Background: an optimization exercise with open tools, aiming at small area. Do not read the settings as production practice.
Only simulation tests tie the RTL to the original design; equivalence was not proved.
Power figures rest on the tool's default switching activity, not on a simulated workload.

[flow/run.sh]
#!/bin/bash
# synth_recipe.tcl (not shown) runs the flow's synth.tcl, then flattens the netlist and writes it again
# the make line also repeats each setting of config.mk as NAME=value (left out here)
make -C /OpenROAD-flow-scripts/flow DESIGN_CONFIG=/design/flow/config.mk WORK_HOME=/design/flow/orfs CLKGATE_MAP_FILE= SYNTH_SCRIPT=/design/flow/synth_recipe.tcl finish
[flow/config.mk]
export PLATFORM = sky130hd
export DESIGN_NAME = user_logic
export DESIGN_NICKNAME = user_logic
export VERILOG_FILES = /design/flow/design.v
export SDC_FILE = /design/flow/constraint.sdc
export NUM_CORES = 4
export LEC_CHECK = 0
export CAP_MARGIN = 20
export CORE_MARGIN = 2
export CORE_UTILIZATION = 40
export SLEW_MARGIN = 20
[flow/constraint.sdc]
create_clock -name core_clock -period 4.0 [get_ports {user_clk}]
set_input_delay 0.8000 -clock core_clock [delete_from_list [all_inputs] [get_ports {user_clk}]]
set_output_delay 0.8000 -clock core_clock [all_outputs]
set_load 0.01 [all_outputs]
[flow/design.v]
`timescale 1ns/1ps
package pcie_tlp_pkg;
    typedef enum logic [3:0] {
        REQ_READ  = 4'd0,
        REQ_WRITE = 4'd1
    } tlp_req_e;
    typedef logic [255:0] beat_t;        
    typedef struct packed {
        tlp_req_e    req_type;
        logic [15:0] reg_addr;            
        logic [63:0] payload;
        logic [15:0] requester_id;
        logic [7:0]  tag;
        logic [2:0]  tc;
        logic [6:0]  lower_addr;
        logic [10:0] dw_count;
    } mmio_req_t;
    typedef struct packed {
        logic [15:0] requester_id;
        logic [7:0]  tag;
        logic [2:0]  tc;
        logic [6:0]  lower_addr;
        logic [10:0] dword_count;
        logic [2:0]  status;
    } cpl_hdr_t;
    typedef struct packed {
        tlp_req_e    req_type;
        logic        sop;
        logic        last;
        logic [63:0] addr;
        logic [10:0] dw_count;            
        logic [7:0]  tag;
        logic [2:0]  tc;
        beat_t       payload;
    } rq_req_t;
    typedef struct packed {
        beat_t payload;
        logic  last;
    } rc_beat_t;
    localparam logic [2:0] CPL_STATUS_SC = 3'd0;    
endpackage
`timescale 1ns/1ps
package user_regs_pkg;
    localparam logic [15:0] REG_SCRATCH     = 16'h00;
    localparam logic [15:0] REG_ID          = 16'h04;
    localparam logic [15:0] REG_INT_CTRL    = 16'h08;
    localparam logic [15:0] REG_STATUS      = 16'h0C;
    localparam logic [15:0] REG_DMA_ADDR    = 16'h10;    
    localparam logic [15:0] REG_DMA_CTRL    = 16'h18;
    localparam logic [15:0] REG_DMA_STATUS  = 16'h1C;
    localparam logic [15:0] REG_RT_SRC_ADDR = 16'h20;
    localparam logic [15:0] REG_RT_DST_ADDR = 16'h28;
    localparam logic [15:0] REG_RT_CTRL     = 16'h30;
    localparam logic [15:0] REG_RT_STATUS   = 16'h34;    
    typedef enum logic [1:0] {
        RT_MODE_OFF   = 2'd0,
        RT_MODE_SMALL = 2'd1,
        RT_MODE_LARGE = 2'd2
    } rt_mode_e;
    localparam logic [10:0] RT_SMALL_DWS   = 11'd4;     
    localparam logic [10:0] RT_LARGE_DWS   = 11'd12;    
    localparam logic [63:0] RT_STATUS_DONE = 64'd2;
endpackage
`timescale 1ns/1ps
module mmio_reg_file (
    input  logic                     user_clk,
    input  logic                     user_reset_p,
    input  logic                     cq_valid,
    input  pcie_tlp_pkg::mmio_req_t  cq_req,
    input  logic [15:0]              rd_addr,
    input  logic                     rt_done,
    output logic [63:0]              rd_data,
    output logic [63:0]              rt_src_addr,
    output logic [63:0]              rt_dst_addr,
    output logic [63:0]              rt_ctrl
);
    logic [63:0] scratch;
    logic [63:0] id_reg;
    logic [63:0] int_ctrl;
    logic [63:0] status;
    logic [63:0] dma_addr;
    logic [63:0] dma_ctrl;
    logic [63:0] dma_status;
    logic        wr_req;
    assign wr_req = cq_valid && (cq_req.req_type == pcie_tlp_pkg::REQ_WRITE);
    always_ff @(posedge user_clk or posedge user_reset_p) begin
        if (user_reset_p) begin
            scratch     <= '0;
            id_reg      <= '0;
            int_ctrl    <= '0;
            status      <= '0;
            dma_addr    <= '0;
            dma_ctrl    <= '0;
            dma_status  <= '0;
            rt_src_addr <= '0;
            rt_dst_addr <= '0;
            rt_ctrl     <= '0;
        end else if (wr_req) begin
            case (cq_req.reg_addr)
                user_regs_pkg::REG_SCRATCH:     scratch     <= cq_req.payload;
                user_regs_pkg::REG_ID:          id_reg      <= cq_req.payload;
                user_regs_pkg::REG_INT_CTRL:    int_ctrl    <= cq_req.payload;
                user_regs_pkg::REG_STATUS:      status      <= cq_req.payload;
                user_regs_pkg::REG_DMA_ADDR:    dma_addr    <= cq_req.payload;
                user_regs_pkg::REG_DMA_CTRL:    dma_ctrl    <= cq_req.payload;
                user_regs_pkg::REG_DMA_STATUS:  dma_status  <= cq_req.payload;
                user_regs_pkg::REG_RT_SRC_ADDR: rt_src_addr <= cq_req.payload;
                user_regs_pkg::REG_RT_DST_ADDR: rt_dst_addr <= cq_req.payload;
                user_regs_pkg::REG_RT_CTRL:     rt_ctrl     <= cq_req.payload;
                default: ;                   
            endcase
        end
    end
    always_comb begin
        case (rd_addr)
            user_regs_pkg::REG_SCRATCH:     rd_data = scratch;
            user_regs_pkg::REG_ID:          rd_data = id_reg;
            user_regs_pkg::REG_INT_CTRL:    rd_data = int_ctrl;
            user_regs_pkg::REG_STATUS:      rd_data = status;
            user_regs_pkg::REG_DMA_ADDR:    rd_data = dma_addr;
            user_regs_pkg::REG_DMA_CTRL:    rd_data = dma_ctrl;
            user_regs_pkg::REG_DMA_STATUS:  rd_data = dma_status;
            user_regs_pkg::REG_RT_SRC_ADDR: rd_data = rt_src_addr;
            user_regs_pkg::REG_RT_DST_ADDR: rd_data = rt_dst_addr;
            user_regs_pkg::REG_RT_CTRL:     rd_data = rt_ctrl;
            user_regs_pkg::REG_RT_STATUS:   rd_data = rt_done ? user_regs_pkg::RT_STATUS_DONE : '0;
            default:         rd_data = '0;       
        endcase
    end
endmodule
`timescale 1ns/1ps
module cpl_responder (
    input  logic                     user_clk,
    input  logic                     user_reset_p,
    input  logic                     cq_valid,
    input  pcie_tlp_pkg::mmio_req_t  cq_req,
    input  logic                     cc_ready,
    input  logic [63:0]              rd_data,
    output logic [15:0]              rd_addr,
    output logic                     cc_valid,
    output pcie_tlp_pkg::cpl_hdr_t   cc_hdr,
    output logic [63:0]              cc_data
);
    typedef enum logic {
        ST_IDLE,
        ST_PENDING
    } cc_state_e;
    cc_state_e state;
    pcie_tlp_pkg::cpl_hdr_t  pend_hdr;
    logic      rd_req;
    logic      take_req;
    logic      send_cpl;
    assign rd_req   = cq_valid && (cq_req.req_type == pcie_tlp_pkg::REQ_READ);
    assign take_req = (state == ST_IDLE) && rd_req;
    assign send_cpl = (state == ST_PENDING) && cc_ready;
    always_ff @(posedge user_clk or posedge user_reset_p) begin
        if (user_reset_p) begin
            state    <= ST_IDLE;
            cc_valid <= 1'b0;
        end else begin
            cc_valid <= send_cpl;            
            if (take_req)
                state <= ST_PENDING;
            else if (send_cpl)
                state <= ST_IDLE;
        end
    end
    always_ff @(posedge user_clk) begin
        if (take_req) begin
            rd_addr               <= cq_req.reg_addr;
            pend_hdr.requester_id <= cq_req.requester_id;
            pend_hdr.tag          <= cq_req.tag;
            pend_hdr.tc           <= cq_req.tc;
            pend_hdr.lower_addr   <= cq_req.lower_addr;
            pend_hdr.dword_count  <= cq_req.dw_count;
            pend_hdr.status       <= pcie_tlp_pkg::CPL_STATUS_SC;
        end
        if (send_cpl) begin
            cc_hdr  <= pend_hdr;
            cc_data <= rd_data;              
        end
    end
endmodule
`timescale 1ns/1ps
module rc_capture_buffer (
    input  logic                     user_clk,
    input  logic                     user_reset_p,
    input  logic                     rc_arm,
    input  logic                     rc_valid,
    input  pcie_tlp_pkg::rc_beat_t   rc,
    output pcie_tlp_pkg::beat_t      beat0,
    output pcie_tlp_pkg::beat_t      beat1,
    output logic                     rc_done
);
    logic slot;          
    logic capture;
    assign capture = rc_arm && rc_valid && !rc_done;
    always_ff @(posedge user_clk or posedge user_reset_p) begin
        if (user_reset_p) begin
            slot    <= 1'b0;
            rc_done <= 1'b0;
        end else if (!rc_arm) begin
            slot    <= 1'b0;
            rc_done <= 1'b0;
        end else if (capture) begin
            if (rc.last)
                rc_done <= 1'b1;
            else
                slot <= 1'b1;
        end
    end
    always_ff @(posedge user_clk) begin
        if (capture) begin
            if (!slot)
                beat0 <= rc.payload;
            else
                beat1 <= rc.payload;
        end
    end
endmodule
`timescale 1ns/1ps
module round_trip_engine #(
    parameter logic [7:0] rq_read_tag  = 8'd1,
    parameter logic [7:0] rq_write_tag = 8'd2
) (
    input  logic                     user_clk,
    input  logic                     user_reset_p,
    input  logic [63:0]              rt_src_addr,
    input  logic [63:0]              rt_dst_addr,
    input  logic [63:0]              rt_ctrl,
    input  logic                     rc_done,
    input  pcie_tlp_pkg::beat_t      beat0,
    input  pcie_tlp_pkg::beat_t      beat1,
    input  logic                     rq_ready,
    output logic                     rc_arm,
    output logic                     rt_done,
    output logic                     rq_valid,
    output pcie_tlp_pkg::rq_req_t    rq
);
    typedef enum logic [2:0] {
        ST_IDLE,
        ST_SEND_READ,
        ST_WAIT_DATA,
        ST_SEND_WRITE,
        ST_DONE
    } rt_state_e;
    rt_state_e state;
    user_regs_pkg::rt_mode_e  mode;             
    user_regs_pkg::rt_mode_e  start_mode;
    logic      start_req;
    logic      rq_accept;
    logic      load_read;
    logic      load_wr0;
    logic      load_wr1;
    function automatic logic [10:0] dws_for(input user_regs_pkg::rt_mode_e m);
        dws_for = (m == user_regs_pkg::RT_MODE_LARGE) ? user_regs_pkg::RT_LARGE_DWS : user_regs_pkg::RT_SMALL_DWS;
    endfunction
    assign start_mode = user_regs_pkg::rt_mode_e'(rt_ctrl[1:0]);
    assign start_req  = (rt_ctrl == 64'(user_regs_pkg::RT_MODE_SMALL)) || (rt_ctrl == 64'(user_regs_pkg::RT_MODE_LARGE));
    assign rq_accept  = rq_valid && rq_ready;
    assign load_read = (state == ST_IDLE) && start_req;
    assign load_wr0  = (state == ST_WAIT_DATA) && rc_done;
    assign load_wr1  = (state == ST_SEND_WRITE) && rq_accept && !rq.last;
    always_ff @(posedge user_clk or posedge user_reset_p) begin
        if (user_reset_p) begin
            state    <= ST_IDLE;
            mode     <= user_regs_pkg::RT_MODE_OFF;
            rq_valid <= 1'b0;
            rc_arm   <= 1'b0;
            rt_done  <= 1'b0;
        end else begin
            case (state)
                ST_IDLE: begin
                    if (start_req) begin
                        mode     <= start_mode;
                        rc_arm   <= 1'b1;        
                        rq_valid <= 1'b1;
                        state    <= ST_SEND_READ;
                    end
                end
                ST_SEND_READ: begin
                    if (rq_accept) begin
                        rq_valid <= 1'b0;
                        state    <= ST_WAIT_DATA;
                    end
                end
                ST_WAIT_DATA: begin
                    if (rc_done) begin
                        rq_valid <= 1'b1;
                        state    <= ST_SEND_WRITE;
                    end
                end
                ST_SEND_WRITE: begin
                    if (rq_accept && rq.last) begin
                        rq_valid <= 1'b0;
                        rt_done  <= 1'b1;
                        state    <= ST_DONE;
                    end
                end
                ST_DONE: begin
                    if (rt_ctrl == 64'(user_regs_pkg::RT_MODE_OFF)) begin    
                        rt_done <= 1'b0;
                        rc_arm  <= 1'b0;
                        state   <= ST_IDLE;
                    end
                end
                default: state <= ST_IDLE;
            endcase
        end
    end
    always_ff @(posedge user_clk) begin
        if (load_read) begin
            rq.req_type <= pcie_tlp_pkg::REQ_READ;
            rq.sop      <= 1'b1;
            rq.last     <= 1'b1;
            rq.addr     <= rt_src_addr;
            rq.dw_count <= dws_for(start_mode);
            rq.tag      <= rq_read_tag;
            rq.tc       <= 3'd0;
            rq.payload  <= '0;
        end else if (load_wr0) begin
            rq.req_type <= pcie_tlp_pkg::REQ_WRITE;
            rq.sop      <= 1'b1;
            rq.last     <= (mode == user_regs_pkg::RT_MODE_SMALL);    
            rq.addr     <= rt_dst_addr;
            rq.dw_count <= dws_for(mode);
            rq.tag      <= rq_write_tag;
            rq.tc       <= 3'd0;
            rq.payload  <= beat0;
        end else if (load_wr1) begin
            rq.sop     <= 1'b0;                        
            rq.last    <= 1'b1;
            rq.payload <= beat1;
        end
    end
endmodule
`timescale 1ns/1ps
module user_logic (
    input  logic                     user_clk,
    input  logic                     user_reset_p,
    input  logic                     cq_valid,
    input  pcie_tlp_pkg::mmio_req_t  cq_req,
    input  logic                     cc_ready,
    output logic                     cc_valid,
    output pcie_tlp_pkg::cpl_hdr_t   cc_hdr,
    output logic [63:0]              cc_data,
    input  logic                     rq_ready,
    output logic                     rq_valid,
    output pcie_tlp_pkg::rq_req_t    rq,
    input  logic                     rc_valid,
    input  pcie_tlp_pkg::rc_beat_t   rc
);
    logic [15:0] rd_addr;
    logic [63:0] rd_data;
    logic [63:0] rt_src_addr;
    logic [63:0] rt_dst_addr;
    logic [63:0] rt_ctrl;
    logic        rt_done;
    logic        rc_arm;
    logic        rc_done;
    pcie_tlp_pkg::beat_t       beat0;
    pcie_tlp_pkg::beat_t       beat1;
    mmio_reg_file mmio_reg_file_inst (
        .user_clk     (user_clk),
        .user_reset_p (user_reset_p),
        .cq_valid     (cq_valid),
        .cq_req       (cq_req),
        .rd_addr      (rd_addr),
        .rt_done      (rt_done),
        .rd_data      (rd_data),
        .rt_src_addr  (rt_src_addr),
        .rt_dst_addr  (rt_dst_addr),
        .rt_ctrl      (rt_ctrl)
    );
    cpl_responder cpl_responder_inst (
        .user_clk     (user_clk),
        .user_reset_p (user_reset_p),
        .cq_valid     (cq_valid),
        .cq_req       (cq_req),
        .cc_ready     (cc_ready),
        .rd_data      (rd_data),
        .rd_addr      (rd_addr),
        .cc_valid     (cc_valid),
        .cc_hdr       (cc_hdr),
        .cc_data      (cc_data)
    );
    round_trip_engine #(
        .rq_read_tag  (8'd1),
        .rq_write_tag (8'd2)
    ) round_trip_engine_inst (
        .user_clk     (user_clk),
        .user_reset_p (user_reset_p),
        .rt_src_addr  (rt_src_addr),
        .rt_dst_addr  (rt_dst_addr),
        .rt_ctrl      (rt_ctrl),
        .rc_done      (rc_done),
        .beat0        (beat0),
        .beat1        (beat1),
        .rq_ready     (rq_ready),
        .rc_arm       (rc_arm),
        .rt_done      (rt_done),
        .rq_valid     (rq_valid),
        .rq           (rq)
    );
    rc_capture_buffer rc_capture_buffer_inst (
        .user_clk     (user_clk),
        .user_reset_p (user_reset_p),
        .rc_arm       (rc_arm),
        .rc_valid     (rc_valid),
        .rc           (rc),
        .beat0        (beat0),
        .beat1        (beat1),
        .rc_done      (rc_done)
    );
endmodule
==> results.txt <==
-- per-stage QoR --
| step | instance area [µm²] | instances | hold WS, ns |
|---|---|---|---|
| CTS | 80050 | 7278 | 0.4133 |
| floorplan | 62890 | 4291 | 0.4003 |
| global route | 80060 | 7281 | 0.4225 |
| finish | 80070 | 7287 | 0.4154 |
| detailed placement | 74220 | 6954 | 0.4045 |
| global placement | 74220 | 6954 | 0.4006 |
-- critical path, cell delays in order (launching register included) --
cell and delay, ns:
edfxtp_1 0.35, or4_1 0.96, buf_4 0.35, nor4_2 0.35, buf_4 0.56, a22oi_1 0.13, nand3_1 0.26
-- cells in the mapped netlist (3+ instances only) --
library cell,instances,area share
buf_8,5,0.0012
buf_6,19,0.0034
nor4_4,6,0.0020
clkbuf_1,179,0.011
a221oi_1,75,0.010
and3_1,3,0.00030
o21ai_0,7,0.00056
nand4_1,18,0.0018
a21oi_1,9,0.00072
nor2_1,270,0.016
nand3_1,58,0.0046
mux2_1,117,0.021
or3_1,3,0.00030
a311oi_1,256,0.036
or4b_1,3,0.00048
edfxtp_1,747,0.36
a222oi_1,74,0.012
nor4_1,28,0.0028
buf_4,29,0.0035
nor4_2,3,0.00060
and2_1,3,0.00030
nand2_1,521,0.031
a22o_1,79,0.011
inv_1,10,0.00060
dfxtp_1,260,0.083
or4_1,4,0.00048
nor2b_1,6,0.00060
nor3_1,5,0.00040
nor3_2,3,0.00048
buf_2,75,0.0060
mux2_2,590,0.11
dfrtp_1,652,0.26
nand3b_1,5,0.00060
buf_1,69,0.0041
a22oi_1,48,0.0057
-- cell type report --
class	instances	area [µm²]	area share
multi-input cells	2246	17200	0.2148
clock buffers	255	5054	0.06311
repair buffers	981	10450	0.1305
flip-flops and latches	1659	43950	0.5489
clock inverters	69	775.7	0.009688
well taps	2058	2575	0.03216
inverters	10	42.54	0.0005313
diodes	9	22.52	0.0002813
-- layer usage --
layer / global-route usage / wire (µm) / vias up
li1: - / - / 17630
met1: 0.2934 / 77370 / 20545
met2: 0.3714 / 89110 / 1281
met3: 0.06972 / 14270 / 319
met4: 0.06554 / 5476 / 64
met5: 0 / 437 / -
-- cells by family (layout without fill, tap and decap cells) --
logic type,after synthesis,count (layout),synth area share
compound gates,558,558,0.07727
xor+xnor,1,1,0.0001396
buf+inv,386,1315,0.02948
flops,1659,1659,0.7003
mux,707,707,0.1268
other cells,2,34,0.0001197
simple gates,955,955,0.06587
-- worst max path at each step --
stage	depth (start not counted)	end	from
detailed placement	7	mmio_reg_file_inst.rt_src_addr[37]	cq_req[126]
CTS	9	round_trip_engine_inst.rq[246]	mmio_reg_file_inst.rt_ctrl[39]
global route	9	round_trip_engine_inst.rq[246]	mmio_reg_file_inst.rt_ctrl[39]
finish	6	cpl_responder_inst.cc_data[11]	cpl_responder_inst.rd_addr[9]
global placement	7	mmio_reg_file_inst.rt_src_addr[3]	cq_req[126]
floorplan	1	cpl_responder_inst.cc_valid	user_reset_p
-- power breakdown --
part,switching [mW],total [mW],internal [mW]
registers,0.0111,17.8,17.8
clock network,6.84,16.3,9.47
logic,0.388,0.790,0.403
total,7.23,34.9,27.7
==> flow_summary_export.csv <==
group,metric,value,unit
outcome,status,"timing/DRC/antenna clean",
setup_path,reg2reg_to,"cpl_responder_inst.cc_data[11]",
floorplan,coreArea,0.1560,mm²
cts,cts_inserted_buffers,173,
global_route,grt_max_degree,101,
route,drt_wl_total,186700,µm
floorplan,num_rows,145,
global_route,grt_overflow_total,0,
timing,tightest_slew,0.9714,ns
synthesis,synth_edf_count,747,
place,gp_congestion,0.8001,
setup_path,timing.rr.start,"cpl_responder_inst.rd_addr[9]",
setup_path,end_kind,"flop",
floorplan,ios,854,
timing,setup_tns,0,ns
timing,fin_skew,0.04245,ns
cts,post_cts_buffers,0,
synthesis,seq_area_frac_synth,0.7003,
route,ant_nets,0,
global_route,antenna_found_initial,53,
cts,postCtsHoldBufs,0,
place,place_ws,0.1716,ns
global_route,grt_usage,0.2281,
setup_path,worst_ep_required_time,4.62,ns
timing,fin_crit_sh,0.7981,
timing,period_minus_slack,3.192,ns
setup_path,critPathArrivalTime,3.81,ns
cts,cts_resized,0,
cells_and_area,largest_register,"round_trip_engine_inst.rq",
synthesis,synth_cell_types,56,
synthesis,ys_seq_elements,1659,
synthesis,synth_area_per_cell,14.71,µm²
min_path,hold_start,"cpl_responder_inst.pend_hdr[46]",
min_path,min_path_type,"flop to flop",
cells_and_area,reg_top3,"round_trip_engine_inst.rq (325), rc_capture_buffer_inst.beat0 (256), rc_capture_buffer_inst.beat1 (256)",
cells_and_area,finish.utilization,0.5132,
synthesis,async_reset_ff_frac,0.3930,
setup_path,worstSetupStartpointType,"flop",
floorplan,die_w,400.1,µm
cts,cts_root_buffer,"clkbuf_16",
cells_and_area,final_cell_mix,"clkdlybuf4s50_1 (828), edfxtp_1 (747), dfrtp_1 (652)",
power_and_ir_drop,ir_drop,0.5270,mV
cts,clk_pin_slew,0.06,ns
cells_and_area,largest_reg_flops,325,
timing,fmax,313.3,MHz
route,drc,0,
min_path,hold_depth,0,
synthesis,synth_ff_type,"edfxtp_1",
cells_and_area,fill_cells,13106,
cts,htreeDepth,4,
timing,rsz0062_at_grt,"false",
timing,fin_ws,0.8078,ns
cts,cts_sinks,1659,
floorplan,floorplan.initialDensity,0.4023,
timing,drv_slew,0,
setup_path,ff2ff_setup_slack,0.81,ns
setup_path,path_class,"flop to flop",
cells_and_area,post_route_cells_drive_above_1_share,0.2006,
min_path,holdPathEnd,"cpl_responder_inst.cc_hdr[46]",
synthesis,netlist_instances,4268,
global_route,grt_pass1_wl,270800,µm
synthesis,ys.warnings.count,4,
timing,setup_violations,0,
power_and_ir_drop,power_per_cell_area,435.8,mW/mm²
floorplan,fp.dieH,400.1,µm
cts,cts_tree,"built",
timing,max_slew_margin,0.3524,
cells_and_area,final_nets,5463,
cts,clockBufferDepth,3,
cells_and_area,layout_commonest_cell,"clkdlybuf4s50_1",
floorplan,die_area,0.1601,mm²
global_route,grt_pass1_vias,39800,
route,routedWlPerCell,25.62,µm
timing,hold_violations,0,
cells_and_area,syn_to_final_growth,27.58,%
power_and_ir_drop,leakagePower,33.44,nW
setup_path,cp_max_fo,29,
route,vias,39839,
place,post-dp-hpwl,121400,µm
setup_path,rr_worst_depth,6,
cts,clk_latency,0.81,ns
power_and_ir_drop,power,34.90,mW
route,firstDrtPassIters,8,
route,drtIter0Drc,2845,
synthesis,synth_area,0.06276,mm²
route,vias_per_cell,5.467,
job,drv_cap,0,
place,port-buffer-count,828,

-- separate check: timing with driven ports --
In the flow no input, the clock included, has a driving cell. The finished layout below was timed again as built, in two steps.
Step 1 (the two cells are an assumption about what drives the block):
set clk [get_ports {user_clk}]
set_driving_cell -lib_cell sky130_fd_sc_hd__clkbuf_16 $clk
set_driving_cell -lib_cell sky130_fd_sc_hd__buf_2 [delete_from_list [all_inputs] $clk]
Step 2 moves the port delays by t, midway between the first and last clock arrival at a register: inputs arrive t later, outputs are due t later. That takes back most of the time a late clock gives input paths.
a / b / c = no drivers / after step 1 / after step 2; a / b = the first two.
shift t [ns]: 0.871
setup WS [ns]: 0.808 / 0.808 / 0.116
worst setup path after step 2: input to register
latest minus earliest clock arrival (ns): 0.043 / 0.042
After both steps setup and hold are still met in this run. For this run, drivers alone change the setup slack by 0.000 ns; drivers and shift together by -0.692 ns.
